Source: an optimization exercise on an open RTL-to-GDS flow (aim: small area and a short achievable clock period). Production flows keep margins and buffers that such runs may drop.
The RTL was checked by simulation tests, not by an equivalence proof against the original design.
No activity file was given, so power comes from the tool's default toggle rates.

### design/flow/constraint.sdc
create_clock -name core_clock -period 5.5 [get_ports {clock}]
set_input_delay 1.1000 -clock core_clock [delete_from_list [all_inputs] [get_ports {clock}]]
set_output_delay 1.1000 -clock core_clock [all_outputs]
set_load 0.01 [all_outputs]
### design/flow/run.sh
#!/bin/bash
# synth_recipe.tcl (not shown) runs the flow's synth.tcl, then flattens the netlist and writes it again
# the make line also repeats each setting of config.mk as NAME=value (left out here)
make -C /OpenROAD-flow-scripts/flow DESIGN_CONFIG=/design/flow/config.mk WORK_HOME=/design/flow/orfs CLKGATE_MAP_FILE= SYNTH_SCRIPT=/design/flow/synth_recipe.tcl finish
### design/flow/design.v
package yapp_rx_pkg;
    localparam int DEF_DATA_W     = 8;
    localparam int DEF_ADDR_W     = 2;
    localparam int DEF_NUM_CH     = 3;
    localparam int DEF_FIFO_DEPTH = 64;
    localparam int MAX_LEN        = 2**(DEF_DATA_W - DEF_ADDR_W) - 1;
    localparam int PTR_W          = $clog2(DEF_FIFO_DEPTH) + 1;
    localparam logic [1:0] ST_IDLE    = 2'd0;
    localparam logic [1:0] ST_PAYLOAD = 2'd1;
    localparam logic [1:0] ST_PARITY  = 2'd2;
    localparam logic [1:0] ST_DISCARD = 2'd3;
    function automatic logic [31:0] hdr_addr(input logic [31:0] hdr, input int unsigned aw);
        hdr_addr = hdr & ((32'd1 << aw) - 32'd1);
    endfunction
    function automatic logic [31:0] hdr_len(input logic [31:0] hdr, input int unsigned aw);
        hdr_len = hdr >> aw;
    endfunction
endpackage
module yapp_commit_fifo #(
    parameter int DATA_W = 8,
    parameter int DEPTH  = 64
) (
    input  logic                    clock,
    input  logic                    reset,
    input  logic                    wr_en,
    input  logic [$clog2(DEPTH)-1:0] wr_addr,
    input  logic [DATA_W-1:0]       wr_data,
    input  logic                    push,
    input  logic                    commit,
    input  logic                    rewind,
    input  logic [$clog2(DEPTH)-1:0] commit_addr,
    input  logic                    rd_en,
    output logic [DATA_W-1:0]       rd_data,
    output logic                    vld,
    output logic                    full_nxt,
    output logic [$clog2(DEPTH)-1:0] cm_addr
);
    localparam int AW = $clog2(DEPTH);
    localparam int CW = AW + 1;
    logic [DATA_W-1:0] mem [DEPTH];
    logic [AW-1:0]     ra;           
    logic [AW-1:0]     cm;           
    logic [CW-1:0]     cu;           
    logic [CW-1:0]     occ;          
    logic [DATA_W-1:0] dout;
    logic              fire, vld_d, hold, ra_inc;
    logic              occ_full, occ_one_less, cu_full, cu_gt1;
    logic [CW-1:0]     occ_d, cu_d;
    logic [DATA_W-1:0] mem_q;
    assign fire         = rd_en && vld;
    assign hold         = vld && !rd_en;
    assign cu_gt1       = cu > CW'(1);
    assign occ_full     = occ == CW'(DEPTH);
    assign occ_one_less = occ == CW'(DEPTH - 1);
    assign cu_full      = cu == CW'(DEPTH);
    assign vld_d  = commit || cu_gt1 || hold;
    assign ra_inc = vld_d && (fire || !vld);
    assign occ_d  = rewind ? cu - CW'(fire) : occ + CW'(push) - CW'(fire);
    assign cu_d   = commit ? occ - CW'(fire) : cu - CW'(fire);
    assign full_nxt = rewind ? (cu_full && !fire)
                             : ((occ_full && (push == fire)) || (occ_one_less && push && !fire));
    assign mem_q   = mem[ra];
    assign rd_data = dout;
    assign cm_addr = cm;
    always_ff @(posedge clock or negedge reset) begin
        if (!reset) begin
            ra   <= '0;
            cm   <= '0;
            cu   <= '0;
            occ  <= '0;
            vld  <= 1'b0;
            dout <= '0;
        end else begin
            ra   <= ra + AW'(ra_inc);
            if (commit) cm <= commit_addr;
            cu   <= cu_d;
            occ  <= occ_d;
            vld  <= vld_d;
            if (!hold) dout <= vld_d ? mem_q : '0;
        end
    end
    always_ff @(posedge clock) begin
        if (wr_en) mem[wr_addr] <= wr_data;
    end
endmodule
module yapp_rx_router #(
    parameter int DATA_W     = yapp_rx_pkg::DEF_DATA_W,
    parameter int NUM_CH     = yapp_rx_pkg::DEF_NUM_CH,
    parameter int ADDR_W     = yapp_rx_pkg::DEF_ADDR_W,
    parameter int FIFO_DEPTH = yapp_rx_pkg::DEF_FIFO_DEPTH
) (
    input  logic                       clock,
    input  logic                       reset,
    input  logic [DATA_W-1:0]          in_data,
    input  logic                       in_data_vld,
    output logic                       in_suspend,
    output logic                       error,
    output logic [NUM_CH*DATA_W-1:0]   ch_data,
    output logic [NUM_CH-1:0]          ch_vld,
    input  logic [NUM_CH-1:0]          ch_rd,
    output logic [15:0]                drop_cnt
);
    localparam int LEN_W = DATA_W - ADDR_W;
    localparam int AW    = $clog2(FIFO_DEPTH);
    logic              s_idle, s_pay, s_par, s_dis;
    logic              s_idle_d, s_pay_d, s_par_d, s_dis_d;
    logic [DATA_W-1:0] acc, acc_d;
    logic [LEN_W-1:0]  rem, rem_d;
    logic [NUM_CH-1:0] tgt, tgt_d;           
    logic [ADDR_W-1:0] h_addr;
    logic [LEN_W-1:0]  h_len;
    logic              hdr_bad, hdr_ok, match, drop, sus_d;
    logic              rem_one, rem_zero;
    logic [DATA_W-1:0] wr_data_q;
    logic [AW-1:0]     wr_addr_q, wr_addr_d, hdr_addr_sel;
    logic [NUM_CH-1:0] wr_ch_q, push, commit, rewind;
    logic [NUM_CH-1:0][DATA_W-1:0] rd_data;
    logic [NUM_CH-1:0][AW-1:0]     cm_addr;
    logic [NUM_CH-1:0]             full_nxt;
    logic [NUM_CH-1:0]             h_sel;
    logic [AW-1:0]                 wr_addr_inc;
    assign h_addr   = in_data[ADDR_W-1:0];
    assign h_len    = in_data[DATA_W-1:ADDR_W];
    assign hdr_bad  = (h_addr >= ADDR_W'(NUM_CH)) || (h_len == '0);
    assign hdr_ok   = !hdr_bad;
    assign match    = in_data == acc;
    assign rem_one  = rem == LEN_W'(1);
    assign rem_zero = rem == '0;
    assign ch_data  = rd_data;
    assign wr_addr_inc = wr_addr_q + AW'(1);
    for (genvar c = 0; c < NUM_CH; c++) begin : g_sel
        assign h_sel[c] = h_addr == ADDR_W'(c);
    end
    always_comb begin
        hdr_addr_sel = '0;
        for (int c = 0; c < NUM_CH; c++)
            if (h_sel[c]) hdr_addr_sel = cm_addr[c];
    end
    always_comb begin
        s_idle_d  = s_idle;
        s_pay_d   = s_pay;
        s_par_d   = s_par;
        s_dis_d   = s_dis;
        acc_d     = acc;
        rem_d     = rem;
        tgt_d     = tgt;
        wr_addr_d = wr_addr_q;
        push      = '0;
        commit    = '0;
        rewind    = '0;
        drop      = 1'b0;
        if (in_data_vld) begin
            if (s_idle) begin
                rem_d = h_len;
                if (hdr_bad) begin
                    drop     = 1'b1;
                    s_idle_d = 1'b0;
                    s_dis_d  = 1'b1;
                end else begin
                    push      = h_sel;
                    acc_d     = in_data;
                    tgt_d     = h_sel;
                    wr_addr_d = hdr_addr_sel;
                    s_idle_d  = 1'b0;
                    s_pay_d   = 1'b1;
                end
            end
            if (s_pay) begin
                push      = tgt;
                acc_d     = acc ^ in_data;
                rem_d     = rem - LEN_W'(1);
                wr_addr_d = wr_addr_inc;
                if (rem_one) begin
                    s_pay_d = 1'b0;
                    s_par_d = 1'b1;
                end
            end
            if (s_par) begin
                if (match) commit = tgt;
                else begin
                    rewind = tgt;
                    drop   = 1'b1;
                end
                s_par_d  = 1'b0;
                s_idle_d = 1'b1;
            end
            if (s_dis) begin
                rem_d = rem - LEN_W'(1);
                if (rem_zero) begin
                    s_dis_d  = 1'b0;
                    s_idle_d = 1'b1;
                end
            end
        end
    end
    assign sus_d = (s_pay_d && |(full_nxt & tgt_d)) || (s_idle_d && |full_nxt);
    always_ff @(posedge clock or negedge reset) begin
        if (!reset) begin
            s_idle     <= 1'b1;
            s_pay      <= 1'b0;
            s_par      <= 1'b0;
            s_dis      <= 1'b0;
            acc        <= '0;
            rem        <= '0;
            tgt        <= '0;
            wr_addr_q  <= '0;
            wr_ch_q    <= '0;
            in_suspend <= 1'b0;
            error      <= 1'b0;
            drop_cnt   <= '0;
        end else begin
            s_idle     <= s_idle_d;
            s_pay      <= s_pay_d;
            s_par      <= s_par_d;
            s_dis      <= s_dis_d;
            acc        <= acc_d;
            rem        <= rem_d;
            tgt        <= tgt_d;
            wr_addr_q  <= wr_addr_d;
            wr_ch_q    <= push;
            in_suspend <= sus_d;
            error      <= drop;
            if (drop && drop_cnt != 16'hFFFF) drop_cnt <= drop_cnt + 16'd1;
        end
    end
    always_ff @(posedge clock) begin
        wr_data_q <= in_data;
    end
    for (genvar c = 0; c < NUM_CH; c++) begin : g_ch
        yapp_commit_fifo #(.DATA_W(DATA_W), .DEPTH(FIFO_DEPTH)) u_fifo (
            .clock       (clock),
            .reset       (reset),
            .wr_en       (wr_ch_q[c]),
            .wr_addr     (wr_addr_q),
            .wr_data     (wr_data_q),
            .push        (push[c]),
            .commit      (commit[c]),
            .rewind      (rewind[c]),
            .commit_addr (wr_addr_inc),
            .rd_en       (ch_rd[c]),
            .rd_data     (rd_data[c]),
            .vld         (ch_vld[c]),
            .full_nxt    (full_nxt[c]),
            .cm_addr     (cm_addr[c])
        );
    end
endmodule
### design/flow/config.mk
export PLATFORM = sky130hd
export DESIGN_NAME = yapp_rx_router
export DESIGN_NICKNAME = yapp_rx_router
export VERILOG_FILES = /design/flow/design.v
export SDC_FILE = /design/flow/constraint.sdc
export NUM_CORES = 4
export LEC_CHECK = 0
export ABC_CLOCK_PERIOD_IN_PS = 2300
export CAP_MARGIN = 20
export CORE_MARGIN = 2
export CORE_UTILIZATION = 60
export PLACE_DENSITY = 0.7
export SETUP_SLACK_MARGIN = 3.2
export SLEW_MARGIN = 20
==> flow_metrics.tcl, run 1 <==
set metrics [dict create \
    status "complete, no violations" \
    via_count 35900 \
    crit_path_max_fanout 4 \
    grt_first_pass_wirelength_um 237000 \
    timing.slew.headroom_pct 28.7 \
    area_delta_synth_final_pct 20.4 \
    hold_path_class "in -> async" \
    critPathKind "in -> reg" \
    antenna_found_initial 3 \
    floorplan.initialDensity_pct 60.3 \
    largest_family_of_logic_cells_by_synthesized_area "multiplexers" \
    worst_r2r_endpoint "g_ch[0].u_fifo.occ[6]" \
    met2WireLength_um 82600 \
    yosys.area.top_type_share_pct 68.2 \
    postSynthCellCount 3478 \
    post_synthesis_compound_gate_area_fraction_pct 3.37 \
    dpl.cell_count 4901 \
    yosys-mux-area-fraction_pct 14.8 \
    place_hpwl_um 88600 \
    cp_startpoint_kind "primary input" \
    pin_count_of_the_biggest_net_entering_global_routing 193 \
    multi_input_logic_area_um2 19200 \
    vias_in_the_first_global_route 36100 \
    cts-root-to-sink-buffers 3 \
    final_max_slew_viol_count 0 \
    drt_first_iter_violations 4225 \
    clock_tree.root_cell "clkbuf_16" \
    total_length_of_routed_wires_um 165000 \
    family_with_the_most_delay_on_the_worst_path "compound AO/OA/AOI/OAI gates" \
    critPathCaptureType "register" \
    synth.cells.most_frequent "edfxtp_1 (1,536), mux4_2 (416), nor2_1 (267)" \
    synth_area_leaders "edfxtp_1 (68%), mux4_2 (14%), dfrtp_1 (5.6%)" \
    seqCellArea_um2 50200 \
    grt.overflow.total 0 \
    synth_seq_cells 1697 \
    yosys_warnings 2 \
    drt_pre_antenna_iters 6 \
    numCtsBuffers 167 \
    cts.clk_slew.worst_paths_ns 0.06 \
    max_slew.worst_pin.slew_ns 1.07 \
    rsz0062_at_grt "true" \
    fin_worst_skew_ns 0.0332 \
    post_cts_hold_buffer_count 0 \
    final_util_pct 72.6 \
    timing.critical_path.cells "buf_12 > nor4_4 > buf_4 > a21oi_4 > a32oi_2 > inv_2 > ha_4 > fa_2 > nor2b_1 > o21a_1 > o21bai_1 > a21oi_1 > nor2_1 > xnor2_1 > mux2i_1" \
    critical_path_required_ns 6.13 \
    r2r_start "s_pay" \
    cts_tree "yes" \
    worstSkewPairLatency_ns 0.78 \
    gr-usage-all-layers_pct 28.0 \
    critical_path.slowest_cell "fa_2" \
    synthSimpleGateAreaFrac_pct 3.72 \
    critPathBufInv 3 \
    syn_area_per_cell_um2 19.4 \
    synth_cell_types 71 \
    io_buffers 58 \
    synth_enable_flop_cells 1536 \
    final-setup-viol-count 0 \
    post-synth-top-area-cell "edfxtp_1" \
    synth_fp_nets 3553 \
    ir_worst_vdd_mv 0.329 \
    top_layer "met5" \
    drc_errors 0 \
    drive_above_1_share_pct 38.6 \
    yosys.area_share.adder_pct 1.16 \
    clock_sink_count 1697 \
    timing.critical_path.slowest_cell_delay_ns 0.34 \
    htreeDepth 4 \
    die_footprint_um2 115000 \
    core_region_area_um2 112000 \
    antenna_violating_nets_post_route 0 \
    ys_seq_area_share_pct 74.1 \
    cap_viol_max_count 0 \
    library_cell_with_the_highest_instance_count_after_synthesis "edfxtp_1" \
    critical_path_cell_count 15 \
    post_drt_via_cell_ratio 6.53 \
    synth_top_flop_cell "edfxtp_1" \
    yosys.area_share.xor_xnor_pct 1.13 \
    final_cell_count_no_fill 5493 \
    die_height_um 340 \
    final_hold_viol_count 0 \
    core.rowCount 123 \
    detail_route.wl_per_cell_um 30.0 \
    clock.fmax_ghz 0.345 \
    layout.nets 3925 \
    fin_tns_setup_ns 0 \
    wl_met1_um 63600 \
    layout_worst_path_cycle_share_pct 52.6 \
    dr_wl_met3_um 14200 \
    rd_place_congestion 0.833 \
    reg2regPathDepth 12 \
    p_leak_nw 26.8 \
    areal_power_density_over_the_cells_nw_per_um2 509 \
    place_worst_setup_slack_ns 1.20 \
    syn_area_um2 67600 \
    design.portCount 59 \
    worst-r2r-setup-slack_ns 2.75 \
    worst-endpoint-arrival_ns 3.52 \
    ys_async_sr_fraction_pct 9.02 \
    post-route-worst-setup-slack_ns 2.60 \
    fin_crit_ns 2.90 \
    num-fill-cells 6436 \
    die_w_um 340 \
]
[worst max path at each step]
stage                from               endpoint  slack (ns)
2_1_floorplan  in_data[5]  g_ch[0].u_fifo.occ[6]        2.16
3_3_place_gp   in_data[5]  g_ch[1].u_fifo.occ[6]        1.27
3_5_place_dp   in_data[3]  g_ch[1].u_fifo.occ[6]        1.20
4_1_cts        in_data[5]  g_ch[1].u_fifo.occ[6]        2.63
5_1_grt        in_data[2]  g_ch[1].u_fifo.occ[6]        2.52
6_report       in_data[2]  g_ch[1].u_fifo.occ[6]        2.60
[worst reg2reg max path: stages, from the launching register on]
cell	delay [ns]
dfrtp_4	0.57
and2_4	0.23
nand2_1	0.12
o41ai_4	0.10
ha_2	0.21
fa_2	0.36
nor2b_4	0.13
o21a_1	0.19
o21bai_1	0.13
a21oi_1	0.09
or3_1	0.34
nand3_1	0.09
o21ai_1	0.07
[kinds of logic (layout without fill, tap and decap cells)]
family	Yosys count	in the layout
buffers and inverters	240	745
other	0	1
xor gates and xnor gates	87	87
and+or+nand+nor	560	569
DFF	1697	1697
AOI/OAI and AO/OA	352	352
adders and majority gates	61	61
muxes	481	481
[timing repair]
item | CTS | global route
setup buffers | 168 | 78
pin swaps | 105 | 105
setup endpoints to repair | 1586 | 1113
hold endpoints to repair | 0 | 0
gates cloned | 23 | 10
gates resized for setup | 765 | 210
[layout by cell type, fill, tap and decap left out, types with 48 or more instances in the layout]
cell type / Yosys / routed
dfrtp_1: 152 / 133
mux4_2: 416 / 416
nor2_1: 267 / 75
mux2i_1: 58 / 52
buf_4: 26 / 211
nor2_4: 0 / 167
nand2_1: 128 / 93
clkbuf_16: 0 / 182
o21ai_0: 66 / 48
xnor2_1: 58 / 49
buf_12: 0 / 54
edfxtp_1: 1536 / 1536
a21oi_1: 96 / 72
[per-stage QoR]
step / total power, mW / hold WS (ns) / cell area (um2)
after floorplan: 23.0 / 0.444 / 67900
after global placement: 25.9 / 0.458 / 69900
after detailed placement: 26.1 / 0.467 / 69900
after CTS: 40.1 / 0.410 / 79500
after global routing: 42.8 / 0.424 / 81400
final: 41.4 / 0.361 / 81400
[state kept, by name, indices dropped and copies added (netlist names), 3 cells and up]
register and count:
g_ch.u_fifo.mem 1536, rem 6, wr_addr_q 6, g_ch.u_fifo.dout 24, g_ch.u_fifo.cm 18, drop_cnt 16
wr_data_q 8, g_ch.u_fifo.occ 21, wr_ch_q 3, acc 8, tgt 3, g_ch.u_fifo.ra 18
g_ch.u_fifo.vld 3, g_ch.u_fifo.cu 21
[report_power, final]
group / switching, mW / internal (mW)
Sequential: 0.913 / 14.7
Clock: 4.80 / 6.76
Combinational: 7.41 / 6.87
Total: 13.1 / 28.3
[cell type report]
cell class | count | share of cell area, %
inverters | 52 | 0.251
multi-input cells | 1550 | 23.6
flip-flops and latches | 1697 | 61.7
clock buffers | 222 | 5.72
repair buffers | 382 | 5.31
clock inverters | 89 | 1.12
diodes | 1 | 0.00307
well taps | 1500 | 2.31
[per-layer routing]
metal	global-route usage, %	vias to the layer above
met1	40.2	18800
met5	0	-
met4	8.47	2
met2	45.3	1863
met3	4.31	271
li1	-	14900
==> run 2, diff against run 1 <==
--- a/design/flow/config.mk
+++ b/design/flow/config.mk
@@ -8,7 +8,7 @@
 export ABC_CLOCK_PERIOD_IN_PS = 2300
 export CAP_MARGIN = 20
 export CORE_MARGIN = 2
-export CORE_UTILIZATION = 60
-export PLACE_DENSITY = 0.7
+export CORE_UTILIZATION = 40
+export PLACE_DENSITY = 0.6
 export SETUP_SLACK_MARGIN = 3.2
 export SLEW_MARGIN = 20
==> run 2 against run 1 <==
Compared with the run above:
- synthesized area stayed put
- synthesized cell count stayed put
- clock power about the same
- clock skew is 0.0042 ns higher
==> flow_metrics.tcl, run 2 <==
set metrics [dict create \
    status "complete, no violations" \
    synth_enable_flop_cells 1536 \
    die_height_um 415 \
    syn_area_per_cell_um2 19.4 \
    sw_frac_of_total_pct 31.4 \
    cts-root-to-sink-buffers 3 \
    cp-endpoint "g_ch[1].u_fifo.occ[6]" \
    post_drt_via_cell_ratio 5.59 \
    cp_startpoint_kind "primary input" \
    hold_path_class "in -> async" \
    synth_fp_nets 3553 \
    gr-usage-all-layers_pct 18.8 \
    critPathBufInv 3 \
    grt.overflow.total 0 \
    power_report.internal_total_mw 28.0 \
    crit_start "ch_rd[1]" \
    post-synth-top-area-cell "edfxtp_1" \
    place_hpwl_um 93100 \
    mostFrequentLayoutCells "edfxtp_1 (1,536), mux4_2 (416), clkbuf_16 (181), nor2_4 (175), buf_4 (153)" \
    fin_worst_skew_ns 0.0375 \
    final_common_cell "edfxtp_1" \
    worstSkewPairLatency_ns 0.81 \
    synth_top_flop_cell "edfxtp_1" \
    die_footprint_um2 172000 \
    critical_path.slowest_cell "clkdlybuf4s50_1" \
    critPathCaptureType "register" \
    worst-r2r-setup-slack_ns 2.87 \
    crit_path_max_fanout 3 \
    reg2regPathDepth 12 \
    drt_first_iter_violations 3018 \
    family_with_the_most_delay_on_the_worst_path "adder cells" \
    area_delta_synth_final_pct 21.4 \
    final_hold_viol_count 0 \
    critical_path_required_ns 6.18 \
    portion_of_total_power_attributed_to_combinational_logic_pct 33.5 \
    die_w_um 415 \
    antenna_found_initial 2 \
    power.sequential.fraction_pct 38.3 \
    critPathKind "in -> reg" \
    multi_input_logic_area_um2 19000 \
    fin_crit_ns 2.79 \
    worst-endpoint-arrival_ns 3.47 \
    clock_power_share_pct 28.2 \
    yosys_warnings 2 \
    seqCellArea_um2 50200 \
    synth.cells.most_frequent "edfxtp_1 (1,536), mux4_2 (416), nor2_1 (267)" \
    fin_tns_setup_ns 0 \
    cts_tree "yes" \
    library_cell_with_the_highest_instance_count_after_synthesis "edfxtp_1" \
    synth_cell_types 71 \
    final_cell_count_no_fill 6155 \
    total_length_of_routed_wires_um 164000 \
    numCtsBuffers 173 \
    antenna_violating_nets_post_route 0 \
    ys_async_sr_fraction_pct 9.02 \
    postSynthCellCount 3478 \
    vias_in_the_first_global_route 35000 \
    drc_errors 0 \
    ys_seq_area_share_pct 74.1 \
    layout.nets 3884 \
    netSwitchingPower_mw 12.8 \
    cap_viol_max_count 0 \
    r2r_start "s_pay" \
    core_region_area_um2 167000 \
    rsz0062_at_grt "true" \
    htreeDepth 4 \
    reg.largest.list "g_ch.u_fifo.mem: 1536 flops, g_ch.u_fifo.dout: 24 flops" \
    worst_r2r_endpoint "g_ch[2].u_fifo.occ[6]" \
    ir_worst_vdd_mv 0.321 \
    layout_worst_path_cycle_share_pct 50.8 \
    placedInstanceArea_um2 70800 \
    core.rowCount 150 \
    registers.top_by_ff_count "g_ch.u_fifo.mem" \
    clock_sink_count 1697 \
    syn_area_um2 67600 \
    critical_path_cell_count 14 \
    num-fill-cells 13500 \
    design_power_mw 40.8 \
    finalInstanceArea_um2 82000 \
    timing.critical_path.cells "clkdlybuf4s50_1 > nand2_2 > inv_1 > ha_1 > inv_1 > ha_4 > fa_2 > nor2b_4 > o21a_1 > o21bai_1 > a21oi_1 > nor2_1 > xnor2_1 > mux2i_1" \
    synth_area_leaders "edfxtp_1 (68%), mux4_2 (14%), dfrtp_1 (5.6%)" \
    cts.clk_slew.worst_paths_ns 0.06 \
    clock_tree.root_cell "clkbuf_16" \
    crit_path_frequent_cell "inv_1" \
    drt_pre_antenna_iters 6 \
    largest_register_ff_count 1536 \
    synth_seq_cells 1697 \
    via_count 34400 \
    areal_power_density_over_the_cells_nw_per_um2 497 \
    rd_place_congestion 0.834 \
    timing.critical_path.slowest_cell_delay_ns 0.44 \
    max_slew.worst_pin.slew_ns 1.08 \
    n_antenna_cell 0 \
    floorplan.initialDensity_pct 40.4 \
    io_buffers 58 \
    pin_count_of_the_biggest_net_entering_global_routing 100 \
    final_max_slew_viol_count 0 \
    clock.fmax_ghz 0.358 \
    timing.slew.headroom_pct 27.7 \
    grt_first_pass_wirelength_um 240000 \
    design.portCount 59 \
    yosys.area.top_type_share_pct 68.2 \
    drive_above_1_share_pct 37.5 \
    final-setup-viol-count 0 \
    detail_route.wl_per_cell_um 26.6 \
    dpl.cell_count 5607 \
    p_leak_nw 26.6 \
]
## run 2: worst register-to-register path, stage by stage, from the launching register on
cell	delay, ns
dfrtp_4	0.49
buf_4	0.19
buf_4	0.18
o41ai_4	0.35
ha_2	0.28
fa_2	0.22
nor2b_4	0.13
o21a_1	0.16
o21bai_1	0.09
a21oi_1	0.14
nor2_1	0.07
xnor2_1	0.14
mux2i_1	0.08
## run 2: through the flow
stage	worst slack [ns]	utilization (%)	hold slack, ns
finish	2.71	49.0	0.368
global route	2.63	49.0	0.381
CTS	2.72	48.0	0.360
detailed placement	1.22	42.3	0.469
global placement	1.20	42.3	0.458
floorplan	2.16	-	0.444
## run 2: power by group through the flow
stage | Clock, mW | Combinational, mW | Sequential (mW)
6_report | 11.5 | 13.6 | 15.6
5_1_grt | 12.2 | 14.5 | 15.7
4_1_cts | 11.7 | 12.8 | 15.6
3_5_place_dp | 0 | 9.83 | 16.3
3_3_place_gp | 0 | 9.79 | 16.3
2_1_floorplan | 0 | 7.63 | 15.4
## run 2: kinds of logic after synthesis
kind of cell / after synthesis / synth area share [%]
flip-flops: 1697 / 74.1
AND/OR/NAND/NOR: 560 / 3.72
multiplexers: 481 / 14.8
AO/OA/AOI/OAI: 352 / 3.37
buffers and inverters: 240 / 1.64
XOR/XNOR: 87 / 1.13
adder cells (fa/ha/maj): 61 / 1.16
## run 2: area by class of cell
class | count | share of cell area (%)
sequential | 1697 | 61.2
timing repair buffer | 341 | 5.32
inverter | 52 | 0.244
tap | 2204 | 3.36
clock inverter | 86 | 1.00
multi-input combinational | 1544 | 23.1
clock buffer | 231 | 5.74
## run 2: worst min path at each step
stage | start | to | slack (ns) | cells past startpoint
finish | reset | drop_cnt[10] | 0.37 | 1
global route | in_data[3] | wr_data_q[3] | 0.38 | 1
global placement | g_ch[1].u_fifo.cm[4] | g_ch[1].u_fifo.cm[4] | 0.46 | 2
CTS | reset | g_ch[2].u_fifo.cm[4] | 0.36 | 1
floorplan | g_ch[1].u_fifo.cm[1] | g_ch[1].u_fifo.cm[1] | 0.44 | 2
detailed placement | g_ch[1].u_fifo.cm[4] | g_ch[1].u_fifo.cm[4] | 0.47 | 2
## run 2: per-layer routing
layer	up-vias	track usage, %	part of all wire, %
met2	1059	31.5	50
met3	231	2.91	5.2
li1	14800	-	-
met5	-	0	0
met1	18300	25.7	42
met4	0	5.18	2.5
## run 2: repair_timing
action,4_1_cts,5_1_grt
buffers inserted,133,69
resized for setup,800,184
pin swaps,102,123
hold endpoints to repair,0,0
setup endpoints to repair,1644,1305
hold buffers,0,0
cloned,24,5
==> run 3, diff against run 2 <==
==> design/flow/config.mk (replaced) <==
export PLATFORM = sky130hd
export DESIGN_NAME = yapp_rx_router
export DESIGN_NICKNAME = yapp_rx_router
export VERILOG_FILES = /design/flow/design.v
export SDC_FILE = /design/flow/constraint.sdc
export NUM_CORES = 4
export LEC_CHECK = 0
export CAP_MARGIN = 20
export CORE_MARGIN = 2
export CORE_UTILIZATION = 40
export PLACE_DENSITY = 0.6
export SLEW_MARGIN = 20
==> run 3 against run 2 <==
Compared with the run above:
- clock power barely moved
- worst hold slack got worse by 0.21 ns
- synthesized area did not move
- sequential share of layout area rose by 4.6 points
- non-clock buffer count fell by 231
- die area did not move
- critical path type is now reg -> reg
- critical endpoint is now g_ch[0].u_fifo.mem[33][1]
==> flow_metrics.tcl, run 3 <==
set metrics [dict create \
    cap_viol_max_count 0 \
    post_cts_hold_buffer_count 0 \
    worst-endpoint-arrival_ns 4.11 \
    critPathKind "reg -> reg" \
    yosys_warnings 2 \
    antenna_violating_nets_post_route 0 \
    cp_startpoint_kind "register" \
    p_leak_nw 24.4 \
    pin_count_of_the_biggest_net_entering_global_routing 193 \
    synth.cells.most_frequent "edfxtp_1 (1,536), mux4_2 (416), nor2_1 (267)" \
    numCtsBuffers 173 \
    drt_first_iter_violations 3046 \
    hold_ws_ns 0.154 \
    power_report.internal_total_mw 25.8 \
    final_hold_viol_count 0 \
    final-setup-viol-count 0 \
    cts-root-to-sink-buffers 3 \
    largest_register_ff_count 1536 \
    core.rowCount 150 \
    yosys.area.top_type_share_pct 68.2 \
    portion_of_total_power_attributed_to_combinational_logic_pct 26.3 \
    detail_route.wl_per_cell_um 25.6 \
    drive_above_1_share_pct 20.4 \
    syn_area_per_cell_um2 19.4 \
    place_hpwl_um 90200 \
    max_slew.worst_pin.slew_ns 1.13 \
    layout.nets 3650 \
    area_delta_synth_final_pct 12.7 \
    post_drt_via_cell_ratio 5.52 \
    gr-usage-all-layers_pct 17.6 \
    clock.fmax_ghz 0.271 \
    cts.clk_slew.worst_paths_ns 0.06 \
    critical_path.slowest_cell "nor3b_1" \
    critical_path_required_ns 5.92 \
    cts_resized 0 \
    timing.slew.headroom_pct 23.9 \
    htreeDepth 4 \
    fin_worst_skew_ns 0.0303 \
    io_buffers 58 \
    synth_area_leaders "edfxtp_1 (68%), mux4_2 (14%), dfrtp_1 (5.6%)" \
    crit_path_max_fanout 22 \
    synth_top_flop_cell "edfxtp_1" \
    synth_fp_nets 3553 \
    synth_seq_cells 1697 \
    hold_path_class "in -> async" \
    fin_tns_setup_ns 0 \
    clock_power_share_pct 30.8 \
    reg.largest.list "g_ch.u_fifo.mem: 1536 flops, g_ch.u_fifo.dout: 24 flops" \
    power.sequential.fraction_pct 42.9 \
    registers.top_by_ff_count "g_ch.u_fifo.mem" \
    rsz0062_at_grt "false" \
    status "complete, no violations" \
    syn_area_um2 67600 \
    timing.critical_path.slowest_cell_delay_ns 0.91 \
    sw_frac_of_total_pct 30.5 \
    drt_pre_antenna_iters 5 \
    grt_first_pass_wirelength_um 227000 \
    grt.overflow.total 0 \
    fin_crit_ns 3.69 \
    floorplan.initialDensity_pct 40.4 \
    num-fill-cells 14200 \
    clock_tree.root_cell "clkbuf_16" \
    synth_enable_flop_cells 1536 \
    post-synth-top-area-cell "edfxtp_1" \
    library_cell_with_the_highest_instance_count_after_synthesis "edfxtp_1" \
    netSwitchingPower_mw 11.3 \
    total_length_of_routed_wires_um 152000 \
    die_footprint_um2 172000 \
    core_region_area_um2 167000 \
    vias_in_the_first_global_route 33700 \
    cts_tree "yes" \
    drc_errors 0 \
    layout_worst_path_cycle_share_pct 67.1 \
    die_w_um 415 \
    final_max_slew_viol_count 0 \
    antenna_found_initial 0 \
    areal_power_density_over_the_cells_nw_per_um2 487 \
    via_count 32700 \
    design.portCount 59 \
    final_common_cell "edfxtp_1" \
    rd_place_congestion 0.831 \
    ir_worst_vdd_mv 0.393 \
    synth_cell_types 71 \
    ys_async_sr_fraction_pct 9.02 \
    postSynthCellCount 3478 \
    postCtsSetupBuffers 0 \
    timing.critical_path.cells "nor3b_1 > nand2_1 > nor2_1" \
    mostFrequentLayoutCells "edfxtp_1 (1,536), mux4_2 (416), nor2_1 (266), clkbuf_16 (176), dfrtp_1 (144)" \
    critPathCaptureType "register" \
    die_height_um 415 \
    ys_seq_area_share_pct 74.1 \
    clock_sink_count 1697 \
    worstSkewPairLatency_ns 0.80 \
]
[run 3: kinds of logic after synthesis]
group / count (synthesis) / synth area share (%)
DFF: 1697 / 74.1
muxes: 481 / 14.8
xor gates and xnor gates: 87 / 1.13
adders and majority gates: 61 / 1.16
buffers and inverters: 240 / 1.64
and+or+nand+nor: 560 / 3.72
AOI/OAI and AO/OA: 352 / 3.37
[run 3: layer usage]
| layer | part of all wire, % | GRT usage (%) | up-vias |
|---|---|---|---|
| met3 | 5.4 | 2.85 | 199 |
| met5 | 0 | 0 | - |
| li1 | - | - | 14300 |
| met1 | 43 | 24.6 | 17300 |
| met2 | 49 | 28.5 | 926 |
| met4 | 2.5 | 5.26 | 0 |
[run 3: final cells by class]
class | count | area (um2) | share of cell area [%]
repair buffers | 110 | 1170 | 1.54
clock inverters | 91 | 806 | 1.06
flip-flops and latches | 1697 | 50200 | 65.8
inverters | 52 | 195 | 0.256
well taps | 2204 | 2760 | 3.62
multi-input cells | 1541 | 16400 | 21.5
diodes | 2 | 5.00 | 0.00657
clock buffers | 230 | 4720 | 6.19
[run 3: critical path: cells and delay by family, from the launching register on]
family	cells	cell delay, ns
and+or+nand+nor	3	2.58
DFF	1	0.73
[run 3: through the flow]
stage	power, mW	utilization, %	worst slack [ns]	cell area [um2]	std cells
after global placement	26.1	42.2	1.17	70600	5603
after floorplan	23.0	-	2.07	67600	3478
final	37.1	45.5	1.81	76200	5927
after CTS	37.5	45.5	1.82	76200	5924
after detailed placement	26.1	42.2	1.11	70600	5603
after global routing	38.8	45.5	1.71	76200	5925
[run 3: worst paths after layout]
| check | from | end | slack, ns | depth (start not counted) |
|---|---|---|---|---|
| worst max-delay path | wr_addr_q[0] | g_ch[0].u_fifo.mem[33][1] | 1.81 | 3 |
| worst min-delay path | reset | g_ch[1].u_fifo.dout[2] | 0.15 | 1 |
| worst max register to register | wr_addr_q[0] | g_ch[0].u_fifo.mem[33][1] | 1.81 | 3 |
| worst min register to register | g_ch[0].u_fifo.cm[2] | g_ch[0].u_fifo.cm[2] | 0.48 | 2 |
| max in group asynchronous | reset | g_ch[0].u_fifo.ra[1] | 4.15 | 2 |
| min in group core_clock | g_ch[0].u_fifo.cm[2] | g_ch[0].u_fifo.cm[2] | 0.48 | 2 |
[run 3: power groups by stage]
| stage | combinational [mW] | clock, mW | sequential [mW] |
|---|---|---|---|
| floorplan | 7.57 | 0 | 15.4 |
| finish | 9.78 | 11.4 | 15.9 |
| CTS | 9.92 | 11.6 | 16.0 |
| detailed placement | 9.89 | 0 | 16.2 |
| global route | 10.5 | 12.1 | 16.1 |
| global placement | 9.86 | 0 | 16.2 |

[port drivers added, routing unchanged]
Ports are ideal in the flow. The routed layouts listed here were re-timed in OpenROAD. Step 1 sets driving cells, clkbuf_16 on the clock port and buf_2 on the other inputs (assumed; they add their load-dependent delay and slew). Step 2 moves the port delays by t, midway between the first and last clock arrival at a register: inputs arrive t later, outputs are due t later. That takes back most of the time a late clock gives input paths. Slacks: ideal / step 1 / step 2; pairs: ideal / step 1.
| run | t, ns | setup WS [ns] | worst data-port slew with drivers (ns) | pins driven straight from the clock port |
|---|---|---|---|---|
| run 1 | 0.843 | 2.605 / 2.629 / 1.786 | 0.08 | 1 |
| run 2 | 0.877 | 2.709 / 2.771 / 1.894 | 0.06 | 1 |
| run 3 | 0.869 | 1.810 / 1.810 / 1.091 | 0.08 | 1 |
After both steps setup and hold are still met in every run listed. For run 1, which loses most, drivers alone change the setup slack by +0.024 ns; drivers and shift together by -0.819 ns.
